What follows belongs to an exercise in optimizing a design on an open flow for small area, a short achievable clock period and few clock cycles per item; a production flow would make more cautious choices.
Function was checked by simulation only, so behaviour that the tests miss may differ from the original.

<file path="design/flow/flow/run.sh">
#!/bin/bash
set -euo pipefail
bash standard.sh SETUP_SLACK_MARGIN=6.5 finish > standard_flow.log 2>&1
</file>
<file path="design/flow/standard.sh">
#!/bin/bash
# synth_recipe.tcl (not shown) runs the flow's synth.tcl, then flattens the netlist and writes it again
# the make line also repeats each setting of config.mk as NAME=value (left out here)
make -C /OpenROAD-flow-scripts/flow DESIGN_CONFIG=/design/flow/config.mk WORK_HOME=/design/flow/orfs CLKGATE_MAP_FILE= SYNTH_SCRIPT=/design/flow/synth_recipe.tcl "${@:-finish}"
</file>
<file path="design/flow/config.mk">
export PLATFORM = sky130hd
export DESIGN_NAME = mod_exp
export DESIGN_NICKNAME = mod_exp
export VERILOG_FILES = /design/flow/design.v
export SDC_FILE = /design/flow/constraint.sdc
export NUM_CORES = 4
export LEC_CHECK = 0
export CAP_MARGIN = 20
export CORE_MARGIN = 2
export CORE_UTILIZATION = 55
export SETUP_SLACK_MARGIN = 5
export SLEW_MARGIN = 20
</file>
<file path="design/flow/constraint.sdc">
create_clock -name core_clock -period 11.0 [get_ports {clk}]
set_input_delay 2.2000 -clock core_clock [delete_from_list [all_inputs] [get_ports {clk}]]
set_output_delay 2.2000 -clock core_clock [all_outputs]
set_load 0.01 [all_outputs]
</file>
<file path="design/flow/design.v">
`timescale 1ns/1ps
`default_nettype none
module csa_row #(
    parameter int W = 132
) (
    input  logic [W-1:0] x,
    input  logic [W-1:0] y,
    input  logic [W-1:0] z,
    output logic [W-1:0] s,
    output logic [W-1:0] c
);
    logic [W-1:0] maj;
    assign s   = x ^ y ^ z;
    assign maj = (x & y) | (x & z) | (y & z);
    assign c   = {maj[W-2:0], 1'b0};    
endmodule
`default_nettype wire
`timescale 1ns/1ps
`default_nettype none
module operand_store #(
    parameter int U = 4
) (
    input  logic         clk,
    input  logic         load_fire,
    input  logic [2:0]   load_idx,
    input  logic [15:0]  m_word,
    input  logic [15:0]  e_word,
    input  logic [15:0]  n_word,
    input  logic [15:0]  t_word,
    input  logic [15:0]  nprime0,
    input  logic         wr_c,
    input  logic         wr_m,
    input  logic [126:0] sum,
    input  logic [1:0]   a_src,      
    input  logic [$clog2(128/U)-1:0] a_idx,
    input  logic [U-1:0] a_const,
    output logic [U-1:0] a_digit,
    input  logic [6:0]   e_idx,
    output logic         e_bit,
    input  logic [2:0]   res_idx,
    output logic [15:0]  res_word,
    output logic [126:0] c_q,
    output logic [125:0] n_q,
    output logic [U-1:0] np_q
);
    localparam logic [1:0] A_C   = 2'd0;
    localparam logic [1:0] A_M   = 2'd1;
    localparam logic [1:0] A_SUM = 2'd2;
    logic [127:0] n_r;       
    logic [127:0] e_r;
    logic [127:0] m_r;       
    logic [127:0] c_r;
    always_ff @(posedge clk) begin
        if (load_fire) begin
            n_r[load_idx*16 +: 16] <= n_word;
            e_r[load_idx*16 +: 16] <= e_word;
            if (load_idx == 3'd0) begin
                np_q <= nprime0[U-1:0];
            end
        end
        if (load_fire) begin
            m_r[load_idx*16 +: 16] <= m_word;
        end else if (wr_m) begin
            m_r <= {1'b0, sum};
        end
        if (load_fire) begin
            c_r[load_idx*16 +: 16] <= t_word;
        end else if (wr_c) begin
            c_r <= {1'b0, sum};
        end
    end
    always_comb begin
        case (a_src)
            A_C:     a_digit = c_r[a_idx*U +: U];
            A_M:     a_digit = m_r[a_idx*U +: U];
            A_SUM:   a_digit = sum[U-1:0];
            default: a_digit = a_const;
        endcase
    end
    logic [127:0] c_q_ext;
    assign c_q      = c_r[126:0];
    assign c_q_ext  = {1'b0, c_r[126:0]};
    assign n_q      = n_r[125:0];
    assign e_bit    = e_r[e_idx];
    assign res_word = c_q_ext[res_idx*16 +: 16];
endmodule
`default_nettype wire
`timescale 1ns/1ps
`default_nettype none
module mont_mult #(
    parameter int U = 4
) (
    input  logic         clk,
    input  logic         run,       
    input  logic [U-1:0] a,         
    input  logic [126:0] b,         
    input  logic [125:0] n,         
    input  logic [U-1:0] np,        
    output logic [126:0] sum        
);
    localparam int VW = 132;
    localparam int W  = 136;
    logic [VW-1:0] vs, vc;
    logic          cin;
    logic [U-1:0]  lo, q;
    logic [U-1:0] mul_np [2**U];
    always_comb begin
        for (int k = 0; k < 2**U; k++) begin
            mul_np[k] = U'(k * np);
        end
        lo = vs[U-1:0] + vc[U-1:0] + U'(cin);
        q  = mul_np[lo];
    end
    logic [W-1:0] pa0;
    assign pa0 = W'(b & {127{a[0]}}) << 4;
    logic [W-1:0] pa1;
    assign pa1 = W'(b & {127{a[1]}}) << 5;
    logic [W-1:0] pa2;
    assign pa2 = W'(b & {127{a[2]}}) << 6;
    logic [W-1:0] pa3;
    assign pa3 = W'(b & {127{a[3]}}) << 7;
    logic [W-1:0] ts0, tc0;
    csa_row #(.W(W)) u_t0 (.x(W'(vs)), .y(W'(vc)), .z(pa0), .s(ts0), .c(tc0));
    logic [W-1:0] ts1, tc1;
    csa_row #(.W(W)) u_t1 (.x(pa1), .y(pa2), .z(pa3), .s(ts1), .c(tc1));
    logic [W-1:0] ts2, tc2;
    csa_row #(.W(W)) u_t2 (.x(ts0), .y(tc0), .z(ts1), .s(ts2), .c(tc2));
    logic [W-1:0] ts3, tc3;
    csa_row #(.W(W)) u_t3 (.x(ts2), .y(tc2), .z(tc1), .s(ts3), .c(tc3));
    logic [W-1:0] pq0;
    assign pq0 = W'(n & {126{q[0]}}) << 0;
    logic [W-1:0] pq1;
    assign pq1 = (W'(n & {126{q[1]}}) << 1) | W'(cin);
    logic [W-1:0] pq2;
    assign pq2 = W'(n & {126{q[2]}}) << 2;
    logic [W-1:0] pq3;
    assign pq3 = W'(n & {126{q[3]}}) << 3;
    logic [W-1:0] rs4, rc4;
    csa_row #(.W(W)) u_r4 (.x(ts3), .y(tc3), .z(pq0), .s(rs4), .c(rc4));
    logic [W-1:0] rs5, rc5;
    csa_row #(.W(W)) u_r5 (.x(pq1), .y(pq2), .z(pq3), .s(rs5), .c(rc5));
    logic [W-1:0] rs6, rc6;
    csa_row #(.W(W)) u_r6 (.x(rs4), .y(rc4), .z(rs5), .s(rs6), .c(rc6));
    logic [W-1:0] rs7, rc7;
    csa_row #(.W(W)) u_r7 (.x(rs6), .y(rc6), .z(rc5), .s(rs7), .c(rc7));
    wire [W-1:0] xs = rs7;
    wire [W-1:0] xc = rc7;
    always_ff @(posedge clk) begin
        if (run) begin
            vs  <= xs[U +: VW];
            vc  <= xc[U +: VW];
            cin <= |xs[U-1:0];    
        end else begin
            vs  <= '0;
            vc  <= '0;
            cin <= 1'b0;
        end
    end
    assign sum = 127'(vs + vc + VW'(cin));
endmodule
`default_nettype wire
`timescale 1ns/1ps
`default_nettype none
module mod_exp_ctrl #(
    parameter int U = 4
) (
    input  logic         clk,
    input  logic         reset,
    input  logic         load_valid,
    output logic         load_ready,
    output logic         load_fire,
    output logic [2:0]   load_idx,
    output logic         res_valid,
    input  logic         res_ready,
    output logic [2:0]   res_idx,
    output logic [6:0]   e_idx,
    input  logic         e_bit,
    output logic         run,
    output logic         wr_c,
    output logic         wr_m,
    output logic [1:0]   a_src,
    output logic [$clog2(128/U)-1:0] a_idx,
    output logic [U-1:0] a_const
);
    localparam int D   = 128 / U;
    localparam int AW  = $clog2(D);
    localparam int IW  = AW + 1;
    localparam logic [IW-1:0] LAST = IW'(D);        
    localparam logic [IW-1:0] LDIG = IW'(D - 1);    
    localparam logic [1:0] A_C   = 2'd0;
    localparam logic [1:0] A_M   = 2'd1;
    localparam logic [1:0] A_SUM = 2'd2;
    localparam logic [1:0] A_K   = 2'd3;
    localparam logic [1:0] S_LOAD = 2'd0;
    localparam logic [1:0] S_SCAN = 2'd1;
    localparam logic [1:0] S_RUN  = 2'd2;
    localparam logic [1:0] S_OUT  = 2'd3;
    localparam logic [1:0] OP_MBAR  = 2'd0;
    localparam logic [1:0] OP_SQR   = 2'd1;
    localparam logic [1:0] OP_MUL   = 2'd2;
    localparam logic [1:0] OP_FINAL = 2'd3;
    logic [1:0]    state;
    logic [1:0]    op;
    logic [IW-1:0] it;
    logic          conv;       
    logic          ezero;      
    logic [1:0]    nxt;        
    assign load_ready = (state == S_LOAD);
    assign load_fire  = load_valid && load_ready;
    assign res_valid  = (state == S_OUT);
    assign run        = (state == S_RUN) && !conv;
    assign wr_c       = (state == S_RUN) && conv;
    assign wr_m       = wr_c && (op == OP_MBAR);
    always_comb begin
        case (op)
            OP_MBAR: nxt = (e_idx == 7'd0) ? OP_FINAL : OP_SQR;
            OP_SQR:  nxt = e_bit ? OP_MUL : ((e_idx == 7'd0) ? OP_FINAL : OP_SQR);
            default: nxt = (e_idx == 7'd0) ? OP_FINAL : OP_SQR;
        endcase
    end
    always_comb begin
        a_idx   = AW'(it + 1'b1);
        a_const = '0;
        a_src   = A_K;
        if (state == S_SCAN) begin
            a_idx   = '0;
            a_src   = e_bit ? A_M : A_K;
            a_const = U'(1);
        end else if (conv) begin
            a_idx   = '0;
            a_const = U'(1);
            case (nxt)
                OP_SQR:  a_src = A_SUM;
                OP_MUL:  a_src = A_M;
                default: a_src = A_K;
            endcase
        end else if (it == LDIG) begin
            a_src = A_K;                  
        end else begin
            case (op)
                OP_SQR:          a_src = A_C;
                OP_MUL, OP_MBAR: a_src = ezero ? A_K : A_M;
                default:         a_src = A_K;
            endcase
        end
    end
    always_ff @(posedge clk or posedge reset) begin
        if (reset) begin
            state    <= S_LOAD;
            op       <= OP_MBAR;
            it       <= '0;
            conv     <= 1'b0;
            ezero    <= 1'b0;
            load_idx <= '0;
            res_idx  <= '0;
            e_idx    <= 7'd127;
        end else begin
            case (state)
                S_LOAD: begin
                    if (load_valid) begin
                        load_idx <= load_idx + 1'b1;
                        if (load_idx == 3'd7) begin
                            e_idx <= 7'd127;
                            state <= S_SCAN;
                        end
                    end
                end
                S_SCAN: begin
                    if (e_bit || e_idx == 7'd0) begin
                        ezero <= !e_bit;
                        op    <= OP_MBAR;
                        it    <= '0;
                        conv  <= 1'b0;
                        state <= S_RUN;
                    end else begin
                        e_idx <= e_idx - 1'b1;
                    end
                end
                S_RUN: begin
                    if (!conv) begin
                        it <= it + 1'b1;
                        if (it == LAST) begin
                            conv <= 1'b1;
                        end
                    end else begin
                        conv <= 1'b0;
                        it   <= '0;
                        if (op == OP_FINAL) begin
                            state <= S_OUT;
                        end else begin
                            op <= nxt;
                            if (!(op == OP_SQR && e_bit) && e_idx != 7'd0) begin
                                e_idx <= e_idx - 1'b1;
                            end
                        end
                    end
                end
                default: begin
                    if (res_ready) begin
                        res_idx <= res_idx + 1'b1;
                        if (res_idx == 3'd7) begin
                            state <= S_LOAD;
                        end
                    end
                end
            endcase
        end
    end
endmodule
`default_nettype wire
`timescale 1ns/1ps
`default_nettype none
module mod_exp #(
    parameter int NUM_WORDS  = 8,
    parameter int WORD_WIDTH = 16
) (
    input  logic                  clk,
    input  logic                  reset,
    input  logic                  load_valid,
    output logic                  load_ready,
    input  logic [WORD_WIDTH-1:0] m_word,
    input  logic [WORD_WIDTH-1:0] e_word,
    input  logic [WORD_WIDTH-1:0] n_word,
    input  logic [WORD_WIDTH-1:0] r_word,
    input  logic [WORD_WIDTH-1:0] t_word,
    input  logic [WORD_WIDTH-1:0] nprime0,
    output logic                  res_valid,
    input  logic                  res_ready,
    output logic [WORD_WIDTH-1:0] res_word
);
    localparam int U  = 4;                  
    localparam int IW = $clog2(128 / U);
    logic         load_fire;
    logic [2:0]   load_idx;
    logic [2:0]   res_idx;
    logic [6:0]   e_idx;
    logic         e_bit;
    logic         run;
    logic         wr_c;
    logic         wr_m;
    logic [1:0]   a_src;
    logic [IW-1:0] a_idx;
    logic [U-1:0] a_const;
    logic [U-1:0] a_digit;
    logic [U-1:0] a_q;
    logic [126:0] sum;
    logic [126:0] c_q;
    logic [125:0] n_q;
    logic [U-1:0] np_q;
    logic [WORD_WIDTH-1:0] unused_r;
    assign unused_r = r_word;
    mod_exp_ctrl #(.U(U)) ctrl_i (
        .clk        (clk),
        .reset      (reset),
        .load_valid (load_valid),
        .load_ready (load_ready),
        .load_fire  (load_fire),
        .load_idx   (load_idx),
        .res_valid  (res_valid),
        .res_ready  (res_ready),
        .res_idx    (res_idx),
        .e_idx      (e_idx),
        .e_bit      (e_bit),
        .run        (run),
        .wr_c       (wr_c),
        .wr_m       (wr_m),
        .a_src      (a_src),
        .a_idx      (a_idx),
        .a_const    (a_const)
    );
    operand_store #(.U(U)) store_i (
        .clk       (clk),
        .load_fire (load_fire),
        .load_idx  (load_idx),
        .m_word    (m_word),
        .e_word    (e_word),
        .n_word    (n_word),
        .t_word    (t_word),
        .nprime0   (nprime0),
        .wr_c      (wr_c),
        .wr_m      (wr_m),
        .sum       (sum),
        .a_src     (a_src),
        .a_idx     (a_idx),
        .a_const   (a_const),
        .a_digit   (a_digit),
        .e_idx     (e_idx),
        .e_bit     (e_bit),
        .res_idx   (res_idx),
        .res_word  (res_word),
        .c_q       (c_q),
        .n_q       (n_q),
        .np_q      (np_q)
    );
    always_ff @(posedge clk) begin
        a_q <= a_digit;
    end
    mont_mult #(.U(U)) mont_mult_i (
        .clk (clk),
        .run (run),
        .a   (a_q),
        .b   (c_q),
        .n   (n_q),
        .np  (np_q),
        .sum (sum)
    );
endmodule
`default_nettype wire
</file>
==> metrics.cfg, run 1 <==
[grt]
grt_overflow = 0
grt_usage_pct = 43.4
use_met3_pct = 16.0
antenna_found_initial = 25
met1_usage_pct = 58.1
use_met2_pct = 60.4
grt_pass1_wl_mm = 434
grt_max_degree = 108
grt_pass1_vias = 60706
gr-max-usage-layer = met2

[sta]
rsz0062_at_grt = yes
setup_violations = 0
min_period_ns = 4.98
relSlewSlack_pct = 16.5
fin_tns_setup_ns = 0
setup_ws_ns = 6.02
tightest_slew_ns = 1.25
hold_viol = 0
finalClockSkew_ns = 0.0501
slew_viol_final = 0
fin_crit_sh_pct = 45.3
fmax_mhz = 201
whs_ns = 0.547

[worst_hold_path]
hold_depth = 2
hold_end = store_i.e_r[69]
hold_path_class = flop to flop
worstHoldStart = store_i.e_r[69]

[drt]
drt-total-wl_mm = 301
vias = 61379
drt-initial-drc-count = 8831
vias_per_cell = 6.50
drt-pass1-iter-count = 8
wire_per_inst_um = 31.9
drcViolationCount = 0
ant_nets = 0

[synthesis]
synth-edff-count = 514
syn-instance-count = 7517
synth.area.top_cells = fa_1 (27%), edfxtp_1 (21%), dfxtp_1 (7.2%)
avgSynthCellArea_um2 = 9.97
yosys.area.top_type = fa_1
syn_area_um2 = 74900
synth_seq_cells = 808
ys_seq_area_share_pct = 28.6
async_flop_share_pct = 3.09
synth_flop_cell = edfxtp_1
synth_fp_nets = 8819
synth_cell_types = 102
yosysTopAreaCellShare_pct = 27.1
yosys_warnings = 5

[setup_path]
worst_ep_arrival_time_ns = 5.66
timing.critical_path.to_type = flop
worstPathRequired_ns = 11.68
start_kind = flop
critPathMaxFanout = 7
rrSetupSlack_ns = 6.02
worstReg2RegStart = mont_mult_i.vc[0]
reg2reg_depth = 24
r2r-end = mont_mult_i.vs[30]
criticalPathCategory = flop to flop

[cts]
clock_latency_ns = 0.79
clock_sinks = 808
path_clk_slew_ns = 0.06
root_buffer = clkbuf_16
clockBufferDepth = 3
cts_hold_buf = 0
cts_max_level = 3
tritoncts = done
cts_made_buffers = 100

[status]
status = finished clean

[layout]
fin_cells = 9450
area_growth_pct = 12.9
drive_gt1_share_pct = 12.7
fillerInstances = 11443
regArea_um2 = 21500
nNetsFinal = 8861
multi_input_area_um2 = 49500

[floorplan]
dieWidth_um = 373
dieArea_um2 = 139000
die_h_um = 373
ios = 118
start_util_pct = 55.4
rows = 135
placeableCoreArea_um2 = 135000

[placed_design]
place.gp.congestion = 1.06
dp.cells = 9062
io_buffers = 89
dp_hpwl_mm = 208
dp_slack_ns = 4.91

[run]
maxCapViolations = 0

-- routing by layer --
metal / up-vias / wire [um]
li1: 25069 / -
met4: 26 / 22400
met1: 31239 / 114000
met5: - / 243
met2: 4108 / 123000
met3: 937 / 41700
-- synthesized netlist by cell type, types with 38 or more instances --
master    number
xnor2_1       78
a31oi_1       38
fa_1        1013
nor2_1       438
nand2b_1      49
ha_1         189
nand3_1       65
a21o_1        75
nand4_1       55
nor2b_1       51
o21ai_0      244
dfxtp_1      269
mux4_2        81
a21oi_1      237
nor3_1        48
mux2i_1       63
and3_1        71
a22o_1       117
and2_1       788
edfxtp_1     514
nand2_1      919
a221oi_1     248
xor2_1        46
inv_1        992
clkbuf_1     355
-- layout make-up --
| cell class | count | share of cell area (%) |
|---|---|---|
| well taps | 1781 | 2.63 |
| flip-flops and latches | 808 | 25.4 |
| inverters | 993 | 4.44 |
| multi-input cells | 5286 | 58.4 |
| clock buffers | 141 | 3.31 |
| clock inverters | 48 | 0.553 |
| repair buffers | 370 | 5.18 |
| diodes | 23 | 0.0680 |
-- worst max-delay path, stage by stage (launching register included) --
cell      delay [ns]
dfxtp_2         0.35
fa_2            0.23
inv_2           0.05
fa_2            0.64
nand2_4         0.07
nor3_2          0.15
nor2_1          0.05
o21ai_1         0.11
o31a_1          0.19
a21oi_2         0.06
a21oi_1         0.16
o21ai_1         0.07
o211ai_1        0.18
buf_4           0.17
buf_12          0.14
buf_12          0.15
buf_12          0.11
buf_16          0.16
buf_6           0.12
nand2_4         0.04
fa_1            0.47
fa_2            0.56
inv_2           0.04
fa_2            0.50
and2_1          0.10
-- repair_timing --
action	in CTS	in global routing
gates cloned	25	4
endpoints found under the setup margin	686	420
pin swaps	174	112
setup buffers	98	47
resized for setup	470	140
-- how the worst max path moves through the flow --
stage / to / slack (ns) / start / cells after the start
2_1_floorplan: mont_mult_i.vs[10] / 6.45 / mont_mult_i.vs[0] / 18
3_3_place_gp: store_i.c_r[116] / 4.96 / mont_mult_i.vs[0] / 15
4_1_cts: mont_mult_i.vs[47] / 6.09 / mont_mult_i.cin / 25
6_report: mont_mult_i.vs[30] / 6.02 / mont_mult_i.vc[0] / 24
3_5_place_dp: store_i.c_r[116] / 4.91 / mont_mult_i.vs[0] / 15
5_1_grt: mont_mult_i.vs[77] / 5.81 / mont_mult_i.vc[0] / 24
-- logic make-up after synthesis --
family	count (synthesis)	synth area share [%]
compound gates	1209	11.4
xor+xnor	124	1.45
fa+ha+maj	1202	30.2
buf+inv	1428	7.57
flops	808	28.6
mux	170	3.79
simple gates	2576	17.0
-- sequential cells by signal (all words and copies together) (netlist names) --
name and cells:
ctrl_i.conv 1, ctrl_i.e_idx 7, ctrl_i.op 2, ctrl_i.it 6, a_q 4, mont_mult_i.cin 1, store_i.np_q 4, store_i.m_r 128
store_i.e_r 128, store_i.c_r 128, ctrl_i.res_idx 3, ctrl_i.state 2, mont_mult_i.vs 132, mont_mult_i.vc 132, store_i.n_r 126, ctrl_i.load_idx 3
ctrl_i.ezero 1
-- cells in the final DEF, fill, tap and decap left out, types with 103 or more instances in the layout --
cell | netlist | layout
nor2_1 | 438 | 420
edfxtp_1 | 514 | 514
o21ai_0 | 244 | 233
inv_1 | 992 | 943
dfxtp_1 | 269 | 260
clkbuf_16 | 0 | 103
nand2_1 | 919 | 814
ha_1 | 189 | 186
fa_1 | 1013 | 933
a21oi_1 | 237 | 235
a22o_1 | 117 | 117
buf_4 | 7 | 153
a221oi_1 | 248 | 248
and2_1 | 788 | 754
-- stage by stage --
step | utilization [%] | cell area, um^2
2_1_floorplan | - | 75100
3_3_place_gp | 57.1 | 77300
3_5_place_dp | 57.1 | 77300
4_1_cts | 61.8 | 83600
5_1_grt | 62.5 | 84600
6_report | 62.6 | 84600
Testbench counts, summed over its fixed seeds: cycles 208,632, items 32.
==> run 2, diff against run 1 <==
==> design/flow/flow/run.sh (replaced) <==
#!/bin/bash
set -euo pipefail
bash standard.sh SETUP_SLACK_MARGIN=7.5 finish > standard_flow.log 2>&1
==> metrics.cfg, run 2 <==
[floorplan]
die_h_um = 373
dieArea_um2 = 139000
placeableCoreArea_um2 = 135000
rows = 135
ios = 118
dieWidth_um = 373
start_util_pct = 55.4

[drt]
drt-pass1-iter-count = 7
vias_per_cell = 6.62
drt-total-wl_mm = 324
ant_nets = 0
vias = 63891
wire_per_inst_um = 33.6
drt-initial-drc-count = 9539
drcViolationCount = 0

[sta]
min_period_ns = 5.00
tightest_slew_ns = 1.16
slew_viol_final = 0
setup_violations = 0
fin_tns_setup_ns = 0
relSlewSlack_pct = 22.2
finalClockSkew_ns = 0.0694
rsz0062_at_grt = yes
hold_viol = 0
fmax_mhz = 200
fin_crit_sh_pct = 45.5
setup_ws_ns = 6.00

[setup_path]
worst_ep_arrival_time_ns = 5.70
worstPathRequired_ns = 11.70
critical_path_depth = 19
timing.critical_path.to_type = flop
cp_slowest_stage_delay_ns = 0.67
crit_chain = ha_4, fa_2, a31oi_4, xor2_4, buf_4, buf_6, buf_4, and2_1, mux4_2, nand2_2, o221ai_4, buf_12, buf_16, nand2_2, fa_1, fa_2, inv_4, fa_2, and2_1
crit_buf_inv = 6
criticalPathCategory = flop to flop
worstReg2RegStart = mont_mult_i.vs[1]
cp_top_family = adder cells
r2r-end = mont_mult_i.vs[78]
cp_slowest_cell = fa_2
cpMostUsedCell = fa_2
rrSetupSlack_ns = 6.00
start_kind = flop
critPathMaxFanout = 7
reg2reg_depth = 19

[status]
status = finished clean

[layout]
drive_gt1_share_pct = 20.0
mostFrequentLayoutCells = inv_1 (933), fa_1 (894), nand2_1 (768)
reg_top3 = mont_mult_i.vc (132), mont_mult_i.vs (132)
nNetsFinal = 9063
area_growth_pct = 20.4
final_common_cell = inv_1
final_util_pct = 66.7

[synthesis]
syn_area_um2 = 74900
ys_seq_area_share_pct = 28.6
yosys.area.top_type = fa_1
syn-instance-count = 7517
synth.area.top_cells = fa_1 (27%), edfxtp_1 (21%), dfxtp_1 (7.2%)
yosys_warnings = 5
synth_seq_cells = 808
avgSynthCellArea_um2 = 9.97
yosysTopAreaCellShare_pct = 27.1
synth_cell_types = 102
synth-edff-count = 514
yosys-top-cells-count = fa_1 (1013), inv_1 (992), nand2_1 (919), and2_1 (788), edfxtp_1 (514)
synth_flop_cell = edfxtp_1
synth_fp_nets = 8819
async_flop_share_pct = 3.09
yosysMostFrequentCell = fa_1

[placed_design]
place.gp.congestion = 1.04
dp_slack_ns = 4.75
io_buffers = 89
dp_hpwl_mm = 214

[cts]
tritoncts = done
path_clk_slew_ns = 0.06
root_buffer = clkbuf_16
clock_sinks = 808
cts_made_buffers = 102
cts_max_level = 3
cts_hold_buf = 0
clock_latency_ns = 0.82
clockBufferDepth = 3

[worst_hold_path]
worstHoldStart = ctrl_i.e_idx[5]
hold_end = ctrl_i.e_idx[5]
hold_path_class = flop to flop
hold_depth = 2

[grt]
grt_pass1_vias = 62472
grt_overflow = 0
antenna_found_initial = 43
grt_pass1_wl_mm = 453
grt_max_degree = 107
grt_usage_pct = 45.6

[run]
maxCapViolations = 0

==> run 2: cell count changes in the layout (fill, tap and decap cells not counted), moves of 39 or more <==
cell	delta
fa_1	-39
nand2_4	+56
ha_1	-50
nand2_1	-46
fa_2	+39
buf_6	+86
buf_4	+66
nor2_1	-43
==> run 2: metal layers <==
| metal | share of wire (%) | up-vias | GRT usage (%) |
|---|---|---|---|
| li1 | - | 25507 | - |
| met2 | 42 | 4627 | 65.9 |
| met5 | 0.060 | - | 0 |
| met1 | 36 | 32483 | 58.3 |
| met4 | 8.9 | 32 | 30.9 |
| met3 | 14 | 1242 | 15.2 |
==> run 2: cells by family after synthesis <==
family | synth area share [%]
simple gates | 17.0
xor+xnor | 1.45
compound gates | 11.4
buf+inv | 7.57
fa+ha+maj | 30.2
flops | 28.6
mux | 3.79
==> run 2: final cells by class <==
type                    instances  area [um^2]
well taps                    1781         2230
multi-input cells            5292        52300
diodes                         25         62.6
fillers                     10680        45100
clock buffers                 148         2930
repair inverters                1         8.76
repair buffers                563         6820
clock inverters                43          673
flip-flops and latches        808        21500
inverters                     993         3750
==> run 2: worst max-delay path by stage <==
stage | from | end | slack [ns]
3_3_place_gp | mont_mult_i.vs[0] | mont_mult_i.vs[52] | 4.78
5_1_grt | mont_mult_i.cin | mont_mult_i.vs[110] | 5.82
3_5_place_dp | mont_mult_i.vs[0] | mont_mult_i.vs[23] | 4.75
6_report | mont_mult_i.vs[1] | mont_mult_i.vs[78] | 6.00
4_1_cts | ctrl_i.res_idx[0] | res_word[11] | 6.13
2_1_floorplan | mont_mult_i.vs[0] | mont_mult_i.cin | 6.46
==> run 2: per-stage QoR <==
| stage | cell area (um^2) | hold slack [ns] | instances |
|---|---|---|---|
| floorplan | 75400 | 0.495 | 7517 |
| global placement | 77600 | 0.516 | 9074 |
| detailed placement | 77600 | 0.533 | 9074 |
| CTS | 87500 | 0.552 | 9512 |
| global route | 90200 | 0.572 | 9631 |
| finish | 90200 | 0.533 | 9654 |
==> run 2: worst reg2reg max path, delay by kind of cell (launching register included) <==
kind,cells,cell delay (ns)
muxes,1,0.46
and+or+nand+nor,4,0.44
AOI/OAI and AO/OA,2,0.42
xor gates and xnor gates,1,0.17
DFF,1,0.34
buffers and inverters,6,0.89
adders and majority gates,5,2.19
==> run 2: timing repair <==
action                     4_1_cts  5_1_grt
gates resized for setup        939      394
buffers inserted               211      100
pin swaps                      247      260
gates cloned                    36       16
setup endpoints to repair     1309      677
==> run 3, diff against run 2 <==
--- a/design/flow/design.v
+++ b/design/flow/design.v
@@ -102,15 +102,9 @@
     localparam int W  = 136;
     logic [VW-1:0] vs, vc;
     logic          cin;
-    logic [U-1:0]  lo, q;
-    logic [U-1:0] mul_np [2**U];
-    always_comb begin
-        for (int k = 0; k < 2**U; k++) begin
-            mul_np[k] = U'(k * np);
-        end
-        lo = vs[U-1:0] + vc[U-1:0] + U'(cin);
-        q  = mul_np[lo];
-    end
+    logic [U-1:0]  q;               
+    logic [U-1:0]  lo_next, q_next;
+    logic          cin_next;
     logic [W-1:0] pa0;
     assign pa0 = W'(b & {127{a[0]}}) << 4;
     logic [W-1:0] pa1;
@@ -119,14 +113,6 @@
     assign pa2 = W'(b & {127{a[2]}}) << 6;
     logic [W-1:0] pa3;
     assign pa3 = W'(b & {127{a[3]}}) << 7;
-    logic [W-1:0] ts0, tc0;
-    csa_row #(.W(W)) u_t0 (.x(W'(vs)), .y(W'(vc)), .z(pa0), .s(ts0), .c(tc0));
-    logic [W-1:0] ts1, tc1;
-    csa_row #(.W(W)) u_t1 (.x(pa1), .y(pa2), .z(pa3), .s(ts1), .c(tc1));
-    logic [W-1:0] ts2, tc2;
-    csa_row #(.W(W)) u_t2 (.x(ts0), .y(tc0), .z(ts1), .s(ts2), .c(tc2));
-    logic [W-1:0] ts3, tc3;
-    csa_row #(.W(W)) u_t3 (.x(ts2), .y(tc2), .z(tc1), .s(ts3), .c(tc3));
     logic [W-1:0] pq0;
     assign pq0 = W'(n & {126{q[0]}}) << 0;
     logic [W-1:0] pq1;
@@ -135,22 +121,41 @@
     assign pq2 = W'(n & {126{q[2]}}) << 2;
     logic [W-1:0] pq3;
     assign pq3 = W'(n & {126{q[3]}}) << 3;
-    logic [W-1:0] rs4, rc4;
-    csa_row #(.W(W)) u_r4 (.x(ts3), .y(tc3), .z(pq0), .s(rs4), .c(rc4));
-    logic [W-1:0] rs5, rc5;
-    csa_row #(.W(W)) u_r5 (.x(pq1), .y(pq2), .z(pq3), .s(rs5), .c(rc5));
-    logic [W-1:0] rs6, rc6;
-    csa_row #(.W(W)) u_r6 (.x(rs4), .y(rc4), .z(rs5), .s(rs6), .c(rc6));
-    logic [W-1:0] rs7, rc7;
-    csa_row #(.W(W)) u_r7 (.x(rs6), .y(rc6), .z(rc5), .s(rs7), .c(rc7));
-    wire [W-1:0] xs = rs7;
-    wire [W-1:0] xc = rc7;
+    logic [W-1:0] ts0, tc0;
+    csa_row #(.W(W)) u_t0 (.x(W'(vs)), .y(W'(vc)), .z(pa0), .s(ts0), .c(tc0));
+    logic [W-1:0] ts1, tc1;
+    csa_row #(.W(W)) u_t1 (.x(pa1), .y(pa2), .z(pa3), .s(ts1), .c(tc1));
+    logic [W-1:0] ts2, tc2;
+    csa_row #(.W(W)) u_t2 (.x(pq0), .y(pq1), .z(pq2), .s(ts2), .c(tc2));
+    logic [W-1:0] ts3, tc3;
+    csa_row #(.W(W)) u_t3 (.x(ts0), .y(tc0), .z(ts1), .s(ts3), .c(tc3));
+    logic [W-1:0] ts4, tc4;
+    csa_row #(.W(W)) u_t4 (.x(tc1), .y(ts2), .z(tc2), .s(ts4), .c(tc4));
+    logic [W-1:0] ts5, tc5;
+    csa_row #(.W(W)) u_t5 (.x(ts3), .y(tc3), .z(ts4), .s(ts5), .c(tc5));
+    logic [W-1:0] ts6, tc6;
+    csa_row #(.W(W)) u_t6 (.x(ts5), .y(tc5), .z(tc4), .s(ts6), .c(tc6));
+    logic [W-1:0] ts7, tc7;
+    csa_row #(.W(W)) u_t7 (.x(ts6), .y(tc6), .z(pq3), .s(ts7), .c(tc7));
+    wire [W-1:0] xs = ts7;
+    wire [W-1:0] xc = tc7;
+    assign cin_next = |xc[U-1:1];
+    assign lo_next  = xs[U +: U] + xc[U +: U] + U'(cin_next);
+    logic [U-1:0] mul_np [2**U];
+    always_comb begin
+        for (int k = 0; k < 2**U; k++) begin
+            mul_np[k] = U'(k * np);
+        end
+    end
+    assign q_next = mul_np[lo_next];
     always_ff @(posedge clk) begin
         if (run) begin
+            q   <= q_next;
             vs  <= xs[U +: VW];
             vc  <= xc[U +: VW];
-            cin <= |xs[U-1:0];    
+            cin <= cin_next;
         end else begin
+            q   <= '0;
             vs  <= '0;
             vc  <= '0;
             cin <= 1'b0;
==> design/flow/run.sh (new file) <==
#!/bin/bash
# synth_recipe.tcl (not shown) runs the flow's synth.tcl, then flattens the netlist and writes it again
# the make line also repeats each setting of config.mk as NAME=value (left out here)
make -C /OpenROAD-flow-scripts/flow DESIGN_CONFIG=/design/flow/config.mk WORK_HOME=/design/flow/orfs CLKGATE_MAP_FILE= SYNTH_SCRIPT=/design/flow/synth_recipe.tcl finish
==> design/flow/config.mk (replaced) <==
export PLATFORM = sky130hd
export DESIGN_NAME = mod_exp
export DESIGN_NICKNAME = mod_exp
export VERILOG_FILES = /design/flow/design.v
export SDC_FILE = /design/flow/constraint.sdc
export NUM_CORES = 4
export LEC_CHECK = 0
export ABC_CLOCK_PERIOD_IN_PS = 4000
export CAP_MARGIN = 20
export CORE_MARGIN = 2
export CORE_UTILIZATION = 40
export SLEW_MARGIN = 20
removed: design/flow/flow/run.sh
removed: design/flow/standard.sh
==> metrics.cfg, run 3 <==
[cts]
post_cts.resized_instances = 0
post_cts_buffers = 0
cts_hold_buf = 0
tritoncts = done
clock_latency_ns = 0.78
clock_sinks = 811
root_buffer = clkbuf_16
cts_max_level = 3
clockBufferDepth = 3
path_clk_slew_ns = 0.06
cts_made_buffers = 101

[sta]
slew_viol_final = 0
finalClockSkew_ns = 0.0629
tightest_slew_ns = 1.31
relSlewSlack_pct = 12.3
min_period_ns = 6.94
rsz0062_at_grt = no
hold_viol = 0
setup_violations = 0
whs_ns = 0.540
fin_tns_setup_ns = 0
fin_crit_sh_pct = 63.1
fmax_mhz = 144

[layout]
mostFrequentLayoutCells = fa_1 (1016), inv_1 (875), nand2_1 (818)
multi_input_area_um2 = 47900
drive_gt1_share_pct = 6.42
regMostFlops = mont_mult_i.vc
fillerInstances = 17693
reg_top3 = mont_mult_i.vc (132), mont_mult_i.vs (131)
nNetsFinal = 8425
final_common_cell = fa_1
fin_area_um2 = 81000
fin_cells = 9705
regArea_um2 = 21500
largest_reg_flops = 132
area_growth_pct = 8.79

[synthesis]
avgSynthCellArea_um2 = 10.2
yosys_warnings = 5
ys_seq_area_share_pct = 28.9
syn_area_um2 = 74400
synth_flop_cell = edfxtp_1
async_flop_share_pct = 3.08
synth-edff-count = 514
yosysMostFrequentCell = fa_1
yosysTopAreaCellShare_pct = 27.3
yosys-top-cells-count = fa_1 (1016), inv_1 (876), nand2_1 (827), and2_1 (793), edfxtp_1 (514)
synth_seq_cells = 811
synth.area.top_cells = fa_1 (27%), edfxtp_1 (21%), dfxtp_1 (7.3%)
yosys.area.top_type = fa_1
syn-instance-count = 7324
synth_fp_nets = 8622
synth_cell_types = 92

[placed_design]
dp.cells = 9504
post_dp_cell_area_um2 = 77400
io_buffers = 89
dp_hpwl_mm = 189
place.gp.congestion = 0.987

[grt]
grt_usage_pct = 27.4
antenna_found_initial = 15
grt_overflow = 0
grt_pass1_wl_mm = 387
grt_max_degree = 185
grt_pass1_vias = 58367

[setup_path]
reg2reg_depth = 20
timing.critical_path.to_type = flop
critPathLaunch = mont_mult_i.q[2]
worst_ep_arrival_time_ns = 7.60
start_kind = flop
critPathMaxFanout = 66
cp_slowest_cell = fa_1
worstPathRequired_ns = 11.67
worstReg2RegStart = mont_mult_i.q[2]
crit_chain = buf_4, nand2_1, fa_1, inv_1, ha_1, inv_1, fa_1, inv_1, fa_1, inv_1, fa_1, fa_1, fa_1, nor2_1, a22oi_1, xor2_1, nor2_1, a21oi_1, o221ai_1, a31oi_1
cpMostUsedCell = fa_1
criticalPathCategory = flop to flop
cp_slowest_stage_delay_ns = 1.00

[drt]
wire_per_inst_um = 26.8
drcViolationCount = 0
ant_nets = 0
drt-initial-drc-count = 6337
drt-total-wl_mm = 260
vias = 56820
vias_per_cell = 5.85
drt-pass1-iter-count = 12

[floorplan]
start_util_pct = 40.2
dieWidth_um = 435
die_h_um = 435
dieArea_um2 = 190000
placeableCoreArea_um2 = 185000
rows = 158
ios = 118

[status]
status = finished clean

[run]
maxCapViolations = 0

[worst_hold_path]
hold_depth = 1
hold_path_class = flop to flop
worstHoldStart = ctrl_i.it[5]

## run 3: area by class of cell
class,instances,share of cell area [%]
multi-input combinational,5152,59.1
sequential,811,26.6
inverter,877,4.07
tap,2480,3.83
clock buffer,122,3.31
timing repair buffer,184,1.97
clock inverter,68,1.06
antenna,11,0.0340
## run 3: routing by layer
layer	up-vias	GRT usage (%)	part of all wire, %
met1	29181	35.1	38
met3	703	5.82	9.2
met2	2842	42.7	45
met5	-	0	0.035
met4	14	16.1	7.2
li1	24080	-	-
## run 3: final timing paths
check	end	slack [ns]
worst max-delay path	mont_mult_i.q[3]	4.06
max in group asynchronous	ctrl_i.e_idx[0]	8.62
worst min-delay path	ctrl_i.it[5]	0.54
worst min register to register	ctrl_i.it[5]	0.54
worst max register to register	mont_mult_i.q[3]	4.06
min in group asynchronous	ctrl_i.it[3]	2.02
## run 3: cell families after synthesis
logic type	count (synthesis)	synth area share [%]
compound gates	1213	11.5
fa+ha+maj	1199	30.4
mux	174	4.51
xor+xnor	115	1.35
flops	811	28.9
simple gates	2451	16.3
buf+inv	1361	7.01
## run 3: worst max-delay path: cells and delay by family (launching register included)
family	cells	cell delay, ns
AO/OA/AOI/OAI	4	0.68
XOR/XNOR	1	0.18
adder cells (fa/ha/maj)	7	3.80
buffers and inverters	5	0.99
flip-flops	1	0.84
AND/OR/NAND/NOR	3	0.32
## run 3: through the flow
step	utilization [%]	setup slack (ns)
3_5_place_dp	41.8	4.02
5_1_grt	43.7	3.57
3_3_place_gp	41.8	3.93
2_1_floorplan	-	0.387
4_1_cts	43.7	3.99
6_report	43.7	4.06
Testbench counts of run 3, summed over its fixed seeds: cycles 208,632, items 32.
==> run 4, diff against run 3 <==
--- a/design/flow/design.v
+++ b/design/flow/design.v
@@ -45,7 +45,6 @@
 );
     localparam logic [1:0] A_C   = 2'd0;
     localparam logic [1:0] A_M   = 2'd1;
-    localparam logic [1:0] A_SUM = 2'd2;
     logic [127:0] n_r;       
     logic [127:0] e_r;
     logic [127:0] m_r;       
@@ -73,7 +72,6 @@
         case (a_src)
             A_C:     a_digit = c_r[a_idx*U +: U];
             A_M:     a_digit = m_r[a_idx*U +: U];
-            A_SUM:   a_digit = sum[U-1:0];
             default: a_digit = a_const;
         endcase
     end
@@ -103,16 +101,25 @@
     logic [VW-1:0] vs, vc;
     logic          cin;
     logic [U-1:0]  q;               
+    localparam int PW = 127 + U;
+    logic [PW-1:0] pas, pac;        
     logic [U-1:0]  lo_next, q_next;
     logic          cin_next;
-    logic [W-1:0] pa0;
-    assign pa0 = W'(b & {127{a[0]}}) << 4;
-    logic [W-1:0] pa1;
-    assign pa1 = W'(b & {127{a[1]}}) << 5;
-    logic [W-1:0] pa2;
-    assign pa2 = W'(b & {127{a[2]}}) << 6;
-    logic [W-1:0] pa3;
-    assign pa3 = W'(b & {127{a[3]}}) << 7;
+    logic [PW-1:0] pa0;
+    assign pa0 = PW'(b & {127{a[0]}}) << 0;
+    logic [PW-1:0] pa1;
+    assign pa1 = PW'(b & {127{a[1]}}) << 1;
+    logic [PW-1:0] pa2;
+    assign pa2 = PW'(b & {127{a[2]}}) << 2;
+    logic [PW-1:0] pa3;
+    assign pa3 = PW'(b & {127{a[3]}}) << 3;
+    localparam int WP = PW;
+    logic [PW-1:0] ps0, pc0;
+    csa_row #(.W(PW)) u_p0 (.x(pa0), .y(pa1), .z(pa2), .s(ps0), .c(pc0));
+    logic [PW-1:0] ps1, pc1;
+    csa_row #(.W(PW)) u_p1 (.x(ps0), .y(pc0), .z(pa3), .s(ps1), .c(pc1));
+    wire [PW-1:0] pas_next = ps1;
+    wire [PW-1:0] pac_next = pc1;
     logic [W-1:0] pq0;
     assign pq0 = W'(n & {126{q[0]}}) << 0;
     logic [W-1:0] pq1;
@@ -121,22 +128,18 @@
     assign pq2 = W'(n & {126{q[2]}}) << 2;
     logic [W-1:0] pq3;
     assign pq3 = W'(n & {126{q[3]}}) << 3;
-    logic [W-1:0] ts0, tc0;
-    csa_row #(.W(W)) u_t0 (.x(W'(vs)), .y(W'(vc)), .z(pa0), .s(ts0), .c(tc0));
-    logic [W-1:0] ts1, tc1;
-    csa_row #(.W(W)) u_t1 (.x(pa1), .y(pa2), .z(pa3), .s(ts1), .c(tc1));
     logic [W-1:0] ts2, tc2;
-    csa_row #(.W(W)) u_t2 (.x(pq0), .y(pq1), .z(pq2), .s(ts2), .c(tc2));
+    csa_row #(.W(W)) u_t2 (.x(W'(vs)), .y(W'(vc)), .z(W'(pas) << 4), .s(ts2), .c(tc2));
     logic [W-1:0] ts3, tc3;
-    csa_row #(.W(W)) u_t3 (.x(ts0), .y(tc0), .z(ts1), .s(ts3), .c(tc3));
+    csa_row #(.W(W)) u_t3 (.x(W'(pac) << 4), .y(pq0), .z(pq1), .s(ts3), .c(tc3));
     logic [W-1:0] ts4, tc4;
-    csa_row #(.W(W)) u_t4 (.x(tc1), .y(ts2), .z(tc2), .s(ts4), .c(tc4));
+    csa_row #(.W(W)) u_t4 (.x(ts2), .y(tc2), .z(ts3), .s(ts4), .c(tc4));
     logic [W-1:0] ts5, tc5;
-    csa_row #(.W(W)) u_t5 (.x(ts3), .y(tc3), .z(ts4), .s(ts5), .c(tc5));
+    csa_row #(.W(W)) u_t5 (.x(tc3), .y(pq2), .z(pq3), .s(ts5), .c(tc5));
     logic [W-1:0] ts6, tc6;
-    csa_row #(.W(W)) u_t6 (.x(ts5), .y(tc5), .z(tc4), .s(ts6), .c(tc6));
+    csa_row #(.W(W)) u_t6 (.x(ts4), .y(tc4), .z(ts5), .s(ts6), .c(tc6));
     logic [W-1:0] ts7, tc7;
-    csa_row #(.W(W)) u_t7 (.x(ts6), .y(tc6), .z(pq3), .s(ts7), .c(tc7));
+    csa_row #(.W(W)) u_t7 (.x(ts6), .y(tc6), .z(tc5), .s(ts7), .c(tc7));
     wire [W-1:0] xs = ts7;
     wire [W-1:0] xc = tc7;
     assign cin_next = |xc[U-1:1];
@@ -149,6 +152,8 @@
     end
     assign q_next = mul_np[lo_next];
     always_ff @(posedge clk) begin
+        pas <= pas_next;
+        pac <= pac_next;
         if (run) begin
             q   <= q_next;
             vs  <= xs[U +: VW];
@@ -190,11 +195,9 @@
     localparam int D   = 128 / U;
     localparam int AW  = $clog2(D);
     localparam int IW  = AW + 1;
-    localparam logic [IW-1:0] LAST = IW'(D);        
-    localparam logic [IW-1:0] LDIG = IW'(D - 1);    
+    localparam logic [IW-1:0] LAST = IW'(D + 1);    
     localparam logic [1:0] A_C   = 2'd0;
     localparam logic [1:0] A_M   = 2'd1;
-    localparam logic [1:0] A_SUM = 2'd2;
     localparam logic [1:0] A_K   = 2'd3;
     localparam logic [1:0] S_LOAD = 2'd0;
     localparam logic [1:0] S_SCAN = 2'd1;
@@ -213,7 +216,7 @@
     assign load_ready = (state == S_LOAD);
     assign load_fire  = load_valid && load_ready;
     assign res_valid  = (state == S_OUT);
-    assign run        = (state == S_RUN) && !conv;
+    assign run        = (state == S_RUN) && !conv && (it != '0);
     assign wr_c       = (state == S_RUN) && conv;
     assign wr_m       = wr_c && (op == OP_MBAR);
     always_comb begin
@@ -224,22 +227,10 @@
         endcase
     end
     always_comb begin
-        a_idx   = AW'(it + 1'b1);
+        a_idx   = AW'(it);
         a_const = '0;
         a_src   = A_K;
-        if (state == S_SCAN) begin
-            a_idx   = '0;
-            a_src   = e_bit ? A_M : A_K;
-            a_const = U'(1);
-        end else if (conv) begin
-            a_idx   = '0;
-            a_const = U'(1);
-            case (nxt)
-                OP_SQR:  a_src = A_SUM;
-                OP_MUL:  a_src = A_M;
-                default: a_src = A_K;
-            endcase
-        end else if (it == LDIG) begin
+        if (it >= IW'(D)) begin
             a_src = A_K;                  
         end else begin
             case (op)
@@ -247,6 +238,9 @@
                 OP_MUL, OP_MBAR: a_src = ezero ? A_K : A_M;
                 default:         a_src = A_K;
             endcase
+            if (it == '0) begin
+                a_const = U'(1);          
+            end
         end
     end
     always_ff @(posedge clk or posedge reset) begin
@@ -347,7 +341,6 @@
     logic [IW-1:0] a_idx;
     logic [U-1:0] a_const;
     logic [U-1:0] a_digit;
-    logic [U-1:0] a_q;
     logic [126:0] sum;
     logic [126:0] c_q;
     logic [125:0] n_q;
@@ -397,13 +390,10 @@
         .n_q       (n_q),
         .np_q      (np_q)
     );
-    always_ff @(posedge clk) begin
-        a_q <= a_digit;
-    end
     mont_mult #(.U(U)) mont_mult_i (
         .clk (clk),
         .run (run),
-        .a   (a_q),
+        .a   (a_digit),
         .b   (c_q),
         .n   (n_q),
         .np  (np_q),
==> design/flow/config.mk (replaced) <==
export PLATFORM = sky130hd
export DESIGN_NAME = mod_exp
export DESIGN_NICKNAME = mod_exp
export VERILOG_FILES = /design/flow/design.v
export SDC_FILE = /design/flow/constraint.sdc
export NUM_CORES = 4
export LEC_CHECK = 0
export CAP_MARGIN = 20
export CORE_MARGIN = 2
export CORE_UTILIZATION = 55
export SETUP_SLACK_MARGIN = 5
export SLEW_MARGIN = 20
==> metrics.cfg, run 4 <==
[sta]
fin_tns_setup_ns = 0
min_period_ns = 5.67
tightest_slew_ns = 1.29
fmax_mhz = 176
hold_viol = 0
slew_viol_final = 0
rsz0062_at_grt = no
finalClockSkew_ns = 0.0285
setup_violations = 0
fin_crit_sh_pct = 51.5
relSlewSlack_pct = 13.5
whs_ns = 0.547

[floorplan]
rows = 141
start_util_pct = 55.2
dieArea_um2 = 151000
placeableCoreArea_um2 = 147000
dieWidth_um = 388
ios = 118
die_h_um = 388

[layout]
regMostFlops = mont_mult_i.vc
final_common_cell = inv_1
drive_gt1_share_pct = 7.11
fin_cells = 9863
fillerInstances = 12531
nNetsFinal = 9093
area_growth_pct = 8.52
reg_top3 = mont_mult_i.vc (132), mont_mult_i.vs (131), mont_mult_i.pas (130)
largest_reg_flops = 132
mostFrequentLayoutCells = inv_1 (1323), fa_1 (1013), nand2_1 (873)

[grt]
antenna_found_initial = 19
grt_overflow = 0
grt_usage_pct = 36.8
grt_pass1_vias = 61033
grt_pass1_wl_mm = 407
grt_max_degree = 181

[worst_hold_path]
hold_depth = 1
hold_end = ctrl_i.e_idx[6]
hold_path_class = flop to flop
worstHoldStart = ctrl_i.e_idx[6]

[synthesis]
avgSynthCellArea_um2 = 10.2
synth_cell_types = 94
yosys-top-cells-count = inv_1 (1323), fa_1 (1014), nand2_1 (882), and2_1 (657), dfxtp_1 (525)
synth-edff-count = 514
synth.area.top_cells = fa_1 (25%), edfxtp_1 (19%), dfxtp_1 (13%)
syn_area_um2 = 81200
yosysTopAreaCellShare_pct = 25.0
synth_seq_cells = 1064
synth_flop_cell = dfxtp_1
yosysMostFrequentCell = inv_1
yosys.area.top_type = fa_1
syn-instance-count = 7950
ys_seq_area_share_pct = 32.7
async_flop_share_pct = 2.35
synth_fp_nets = 9244
yosys_warnings = 4

[status]
status = finished clean

[cts]
cts_max_level = 4
cts_hold_buf = 0
clockBufferDepth = 3
tritoncts = done
path_clk_slew_ns = 0.06
cts_made_buffers = 132
clock_sinks = 1064
root_buffer = clkbuf_16
clock_latency_ns = 0.78

[setup_path]
crit_chain = bufinv_8, buf_6, mux4_2, mux4_2, mux4_2, mux2_4, buf_4, nand2_1, fa_1, inv_1, fa_1
criticalPathCategory = flop to flop
critPathMaxFanout = 67
cpMostUsedCell = mux4_2
reg2reg_depth = 11
timing.critical_path.to_type = flop
rrSetupSlack_ns = 5.33
cp_slowest_stage_delay_ns = 0.65
crit_buf_inv = 4
start_kind = flop
cp_slowest_cell = dfrtp_1
r2r-end = mont_mult_i.pas[5]
cp_top_family = multiplexers
critPathLaunch = ctrl_i.it[0]
worst_ep_arrival_time_ns = 6.30
worstReg2RegStart = ctrl_i.it[0]
worstPathRequired_ns = 11.64

[placed_design]
dp.cells = 9593
place.gp.congestion = 0.993
io_buffers = 89
dp_hpwl_mm = 200

[drt]
drt-pass1-iter-count = 8
vias = 60688
drt-initial-drc-count = 6343
ant_nets = 0
wire_per_inst_um = 27.9
drt-total-wl_mm = 276
drcViolationCount = 0
vias_per_cell = 6.15

[run]
maxCapViolations = 0

==> run 4: cell types whose count changed after synthesis, sizes merged, moves of 26 or more <==
cell / change
nor2: -36
inv: +448
mux4: +26
o21ai: -78
nor3: +54
dfxtp: +253
nand2: +55
a22o: +84
nand2b: -35
clkbuf: -34
buf: +30
and2: -136
==> run 4: worst max-delay path by stage <==
stage	to	cells past startpoint	slack, ns
after floorplan	store_i.c_r[97]	6	5.53
after detailed placement	mont_mult_i.q[3]	18	4.65
after global routing	mont_mult_i.pas[6]	11	5.02
final	mont_mult_i.pas[5]	11	5.33
after global placement	mont_mult_i.q[3]	18	4.74
after CTS	mont_mult_i.q[3]	18	4.94
==> run 4: area by class of cell <==
class	count	area (um^2)	share of cell area (%)
Antenna cell	28	70.1	0.0795
Clock buffer	171	3620	4.11
Clock inverter	69	726	0.823
Inverter	1326	5000	5.67
Multi-Input combinational cell	5080	47900	54.4
Sequential cell	1064	26600	30.2
Tap cell	1930	2410	2.74
Timing Repair Buffer	195	1770	2.01
==> run 4: through the flow <==
| step | instance area (um^2) | util [%] | worst slack (ns) |
|---|---|---|---|
| after detailed placement | 83600 | 56.8 | 4.65 |
| after floorplan | 81200 | - | 5.53 |
| after global routing | 88100 | 59.9 | 5.02 |
| final | 88100 | 59.9 | 5.33 |
| after global placement | 83600 | 56.8 | 4.74 |
| after CTS | 88000 | 59.8 | 4.94 |
==> run 4: routing by layer <==
| layer | track usage (%) | part of all wire, % | vias up |
|---|---|---|---|
| met5 | 0.925 | 0.021 | - |
| met4 | 18.3 | 5.7 | 10 |
| met3 | 10.2 | 11 | 700 |
| met2 | 56.2 | 45 | 3143 |
| met1 | 48.3 | 39 | 30937 |
| li1 | - | - | 25898 |
==> run 4: timing repair <==
item / 4_1_cts / 5_1_grt
resized for setup: 3 / 7
endpoints found under the hold margin: 0 / 0
setup buffers: 1 / 1
endpoints found under the setup margin: 51 / 79
==> run 4: cell families after synthesis <==
logic type	Yosys count	share of synthesized area (%)
simple gates	2337	14.0
compound gates	1245	11.1
xor+xnor	102	1.10
buf+inv	1806	8.49
fa+ha+maj	1195	27.8
mux	201	4.73
flops	1064	32.7
Testbench counts of run 4, summed over its fixed seeds: cycles 214,751, items 32.
==> run 5, diff against run 4 <==
--- a/design/flow/design.v
+++ b/design/flow/design.v
@@ -45,6 +45,7 @@
 );
     localparam logic [1:0] A_C   = 2'd0;
     localparam logic [1:0] A_M   = 2'd1;
+    localparam logic [1:0] A_SUM = 2'd2;
     logic [127:0] n_r;       
     logic [127:0] e_r;
     logic [127:0] m_r;       
@@ -72,6 +73,7 @@
         case (a_src)
             A_C:     a_digit = c_r[a_idx*U +: U];
             A_M:     a_digit = m_r[a_idx*U +: U];
+            A_SUM:   a_digit = sum[U-1:0];
             default: a_digit = a_const;
         endcase
     end
@@ -91,6 +93,7 @@
     input  logic         clk,
     input  logic         run,       
     input  logic [U-1:0] a,         
+    input  logic         b_sum,     
     input  logic [126:0] b,         
     input  logic [125:0] n,         
     input  logic [U-1:0] np,        
@@ -105,14 +108,15 @@
     logic [PW-1:0] pas, pac;        
     logic [U-1:0]  lo_next, q_next;
     logic          cin_next;
+    wire [126:0] bp = b_sum ? sum : b;
     logic [PW-1:0] pa0;
-    assign pa0 = PW'(b & {127{a[0]}}) << 0;
+    assign pa0 = PW'(bp & {127{a[0]}}) << 0;
     logic [PW-1:0] pa1;
-    assign pa1 = PW'(b & {127{a[1]}}) << 1;
+    assign pa1 = PW'(bp & {127{a[1]}}) << 1;
     logic [PW-1:0] pa2;
-    assign pa2 = PW'(b & {127{a[2]}}) << 2;
+    assign pa2 = PW'(bp & {127{a[2]}}) << 2;
     logic [PW-1:0] pa3;
-    assign pa3 = PW'(b & {127{a[3]}}) << 3;
+    assign pa3 = PW'(bp & {127{a[3]}}) << 3;
     localparam int WP = PW;
     logic [PW-1:0] ps0, pc0;
     csa_row #(.W(PW)) u_p0 (.x(pa0), .y(pa1), .z(pa2), .s(ps0), .c(pc0));
@@ -198,6 +202,7 @@
     localparam logic [IW-1:0] LAST = IW'(D + 1);    
     localparam logic [1:0] A_C   = 2'd0;
     localparam logic [1:0] A_M   = 2'd1;
+    localparam logic [1:0] A_SUM = 2'd2;
     localparam logic [1:0] A_K   = 2'd3;
     localparam logic [1:0] S_LOAD = 2'd0;
     localparam logic [1:0] S_SCAN = 2'd1;
@@ -230,7 +235,15 @@
         a_idx   = AW'(it);
         a_const = '0;
         a_src   = A_K;
-        if (it >= IW'(D)) begin
+        if (conv) begin
+            a_idx   = '0;                 
+            a_const = U'(1);              
+            case (nxt)
+                OP_SQR:  a_src = A_SUM;
+                OP_MUL:  a_src = A_M;
+                default: a_src = A_K;
+            endcase
+        end else if (it >= IW'(D)) begin
             a_src = A_K;                  
         end else begin
             case (op)
@@ -283,7 +296,7 @@
                         end
                     end else begin
                         conv <= 1'b0;
-                        it   <= '0;
+                        it   <= IW'(1);           
                         if (op == OP_FINAL) begin
                             state <= S_OUT;
                         end else begin
@@ -394,6 +407,7 @@
         .clk (clk),
         .run (run),
         .a   (a_digit),
+        .b_sum  (wr_c),
         .b   (c_q),
         .n   (n_q),
         .np  (np_q),
==> metrics.cfg, run 5 <==
[sta]
tightest_slew_ns = 1.34
fin_tns_setup_ns = 0
setup_violations = 0
slew_viol_final = 0
fmax_mhz = 163
min_period_ns = 6.15
relSlewSlack_pct = 10.2
rsz0062_at_grt = yes
fin_crit_sh_pct = 55.9
whs_ns = 0.497
finalClockSkew_ns = 0.0294
hold_viol = 0

[worst_hold_path]
hold_path_class = flop to flop

[layout]
regMostFlops = mont_mult_i.vc
reg_top3 = mont_mult_i.vc (132), mont_mult_i.vs (131), mont_mult_i.pas (130)
nNetsFinal = 9586
area_growth_pct = 12.5
final_common_cell = inv_1
mostFrequentLayoutCells = inv_1 (1296), fa_1 (1009), nand2_1 (1005)
largest_reg_flops = 132
drive_gt1_share_pct = 10.7

[synthesis]
yosys-top-cells-count = inv_1 (1327), nand2_1 (1124), fa_1 (1015), and2_1 (670), dfxtp_1 (525)
avgSynthCellArea_um2 = 9.82
synth-edff-count = 514
synth_seq_cells = 1064
synth_cell_types = 93
yosys.area_share.simple_pct = 15.2
yosys.area_share.adder_pct = 27.5
syn-instance-count = 8375
async_flop_share_pct = 2.35
synth_top_family_by_area = adder cells
yosysMostFrequentCell = inv_1
synth_xor_xnor_area_share_pct = 1.50
yosysTopAreaCellShare_pct = 24.7
synthMuxAreaShare_pct = 3.46
ys_seq_area_share_pct = 32.3
syn_area_um2 = 82300
synth.area.top_cells = fa_1 (25%), edfxtp_1 (19%), dfxtp_1 (13%)
synth_flop_cell = dfxtp_1
synth_compound_area_share_pct = 11.3
yosys_warnings = 4
yosys.area.top_type = fa_1
synth_fp_nets = 9670

[cts]
path_clk_slew_ns = 0.06
clock_sinks = 1064
cts_made_buffers = 133
clock_latency_ns = 0.79
root_buffer = clkbuf_16
tritoncts = done
clockBufferDepth = 3
cts_max_level = 4
cts_hold_buf = 0

[setup_path]
worstPathRequired_ns = 11.64
criticalPathCategory = flop to flop
start_kind = flop
timing.critical_path.to_type = flop
critPathMaxFanout = 72
rrSetupSlack_ns = 4.85
worst_ep_arrival_time_ns = 6.79

[grt]
grt_pass1_vias = 63257
grt_overflow = 0
antenna_found_initial = 19
grt_max_degree = 175
grt_pass1_wl_mm = 430
grt_usage_pct = 38.9

[drt]
ant_nets = 0
vias = 65034
drt-initial-drc-count = 8065
drt-total-wl_mm = 308
wire_per_inst_um = 29.8
vias_per_cell = 6.27
drt-pass1-iter-count = 10
drcViolationCount = 0

[floorplan]
placeableCoreArea_um2 = 148000
rows = 141
dieArea_um2 = 153000
dieWidth_um = 391
start_util_pct = 55.5
die_h_um = 391
ios = 118

[placed_design]
place.gp.congestion = 0.992
io_buffers = 89
dp_hpwl_mm = 200

[status]
status = finished clean

[run]
maxCapViolations = 0

==> run 5: cell types whose count changed after synthesis, moves of 22 or more <==
cell     previous run  this run
a21oi_1           277       240
a31oi_1            24        53
o21ai_0           133       173
nand3_1            41        76
mux2i_1            33        55
mux4_2            144        67
xnor2_1            62        90
nor2_1            389       475
mux2_2             24        65
nor3_1             96        40
nand2_1           882      1124
==> run 5: through the flow <==
step	util [%]	std cells	area [um^2]	worst slack [ns]
finish	62.4	10367	92500	4.85
global route	62.4	10338	92400	4.85
CTS	60.9	10256	90200	4.97
detailed placement	57.0	9961	84400	3.13
global placement	57.0	9960	84400	3.17
floorplan	-	8375	82300	5.79
==> run 5: layout make-up <==
| class | instances | area [um^2] |
|---|---|---|
| antenna | 35 | 87.6 |
| clock buffer | 183 | 3910 |
| clock inverter | 63 | 556 |
| fill | 12410 | 55700 |
| inverter | 1328 | 4990 |
| multi-input combinational | 5459 | 50000 |
| sequential | 1064 | 26600 |
| tap | 1930 | 2410 |
| timing repair buffer | 305 | 3910 |
==> run 5: cells by family (layout without fill, tap and decap cells) <==
logic type,count (synthesis),in the layout
other cells,0,35
simple gates,2641,2641
compound gates,1284,1292
mux,189,189
buf+inv,1860,1879
fa+ha+maj,1196,1196
xor+xnor,141,141
flops,1064,1064
==> run 5: path summary, 6_finish.rpt <==
path | from | end | cells past startpoint
min in group asynchronous | reset | ctrl_i.load_idx[0] | 2
max reg2reg | ctrl_i.e_idx[0] | mont_mult_i.pas[73] | 19
min | ctrl_i.res_idx[0] | ctrl_i.res_idx[0] | 1
min reg2reg | ctrl_i.res_idx[0] | ctrl_i.res_idx[0] | 1
max | ctrl_i.e_idx[0] | mont_mult_i.pas[73] | 19
max in group asynchronous | reset | ctrl_i.res_idx[0] | 2
==> run 5: worst max-delay path, stage by stage, from the launching register on <==
cell and delay [ns]:
dfstp_4 0.64, buf_12 0.13, mux4_4 0.63, mux4_2 0.49
a32o_2 0.28, nor4_4 0.20, a21oi_4 0.10, o21ai_4 0.29
buf_6 0.18, clkbuf_16 0.17, buf_4 0.12, buf_4 0.10
mux2i_1 0.20, nand2_1 0.10, a32oi_1 0.39, o2111ai_4 0.37
a32o_4 0.43, buf_12 0.18, and2_1 0.33, fa_1 0.48
==> run 5: repair_timing <==
item | in CTS | in global routing
gates resized for setup | 127 | 300
cloned | 17 | 45
pin swaps | 12 | 122
endpoints found under the hold margin | 0 | 0
setup buffers | 32 | 31
endpoints found under the setup margin | 269 | 250
==> run 5: per-layer routing <==
layer  share of wire, %  GRT usage, %
met4                6.7          21.3
met2                 43          57.7
met1                 38          52.2
met5              0.097         0.829
met3                 12          9.82
Testbench counts of run 5, summed over its fixed seeds: cycles 208,664, items 32.

[static timing again, ports no longer ideal]
In the flow no input, the clock included, has a driving cell. The finished layouts below were timed again as built, in two steps.
Step 1 (the two cells are an assumption about what drives the block):
set clk [get_ports {clk}]
set_driving_cell -lib_cell sky130_fd_sc_hd__clkbuf_16 $clk
set_driving_cell -lib_cell sky130_fd_sc_hd__buf_2 [delete_from_list [all_inputs] $clk]
Step 2 times the ports against the registers' clock, not the clock port: input delays grow and output delays shrink by t, the midpoint of the rising clock arrivals with the driver on.
Three values: no drivers, after step 1, after step 2; two values: the first two.
| run | shift t [ns] | setup slack, ns | worst setup path at the end | clock arrival spread, ns | worst data-port slew with drivers (ns) |
|---|---|---|---|---|---|
| run 1 | 0.843 | 6.022 / 5.955 / 5.920 | input to register | 0.051 / 0.051 | 0.04 |
| run 2 | 0.861 | 5.997 / 5.997 / 5.997 | register to register | 0.072 / 0.072 | 0.06 |
| run 3 | 0.826 | 4.062 / 4.062 / 4.062 | register to register | 0.068 / 0.068 | 0.12 |
| run 4 | 0.847 | 5.334 / 5.299 / 4.649 | input to register | 0.029 / 0.029 | 0.06 |
| run 5 | 0.863 | 4.851 / 4.851 / 4.851 | register to register | 0.029 / 0.029 | 0.10 |
After both steps setup and hold are still met in every run listed. For run 4, which loses most, drivers alone change the setup slack by -0.035 ns; drivers and shift together by -0.685 ns.
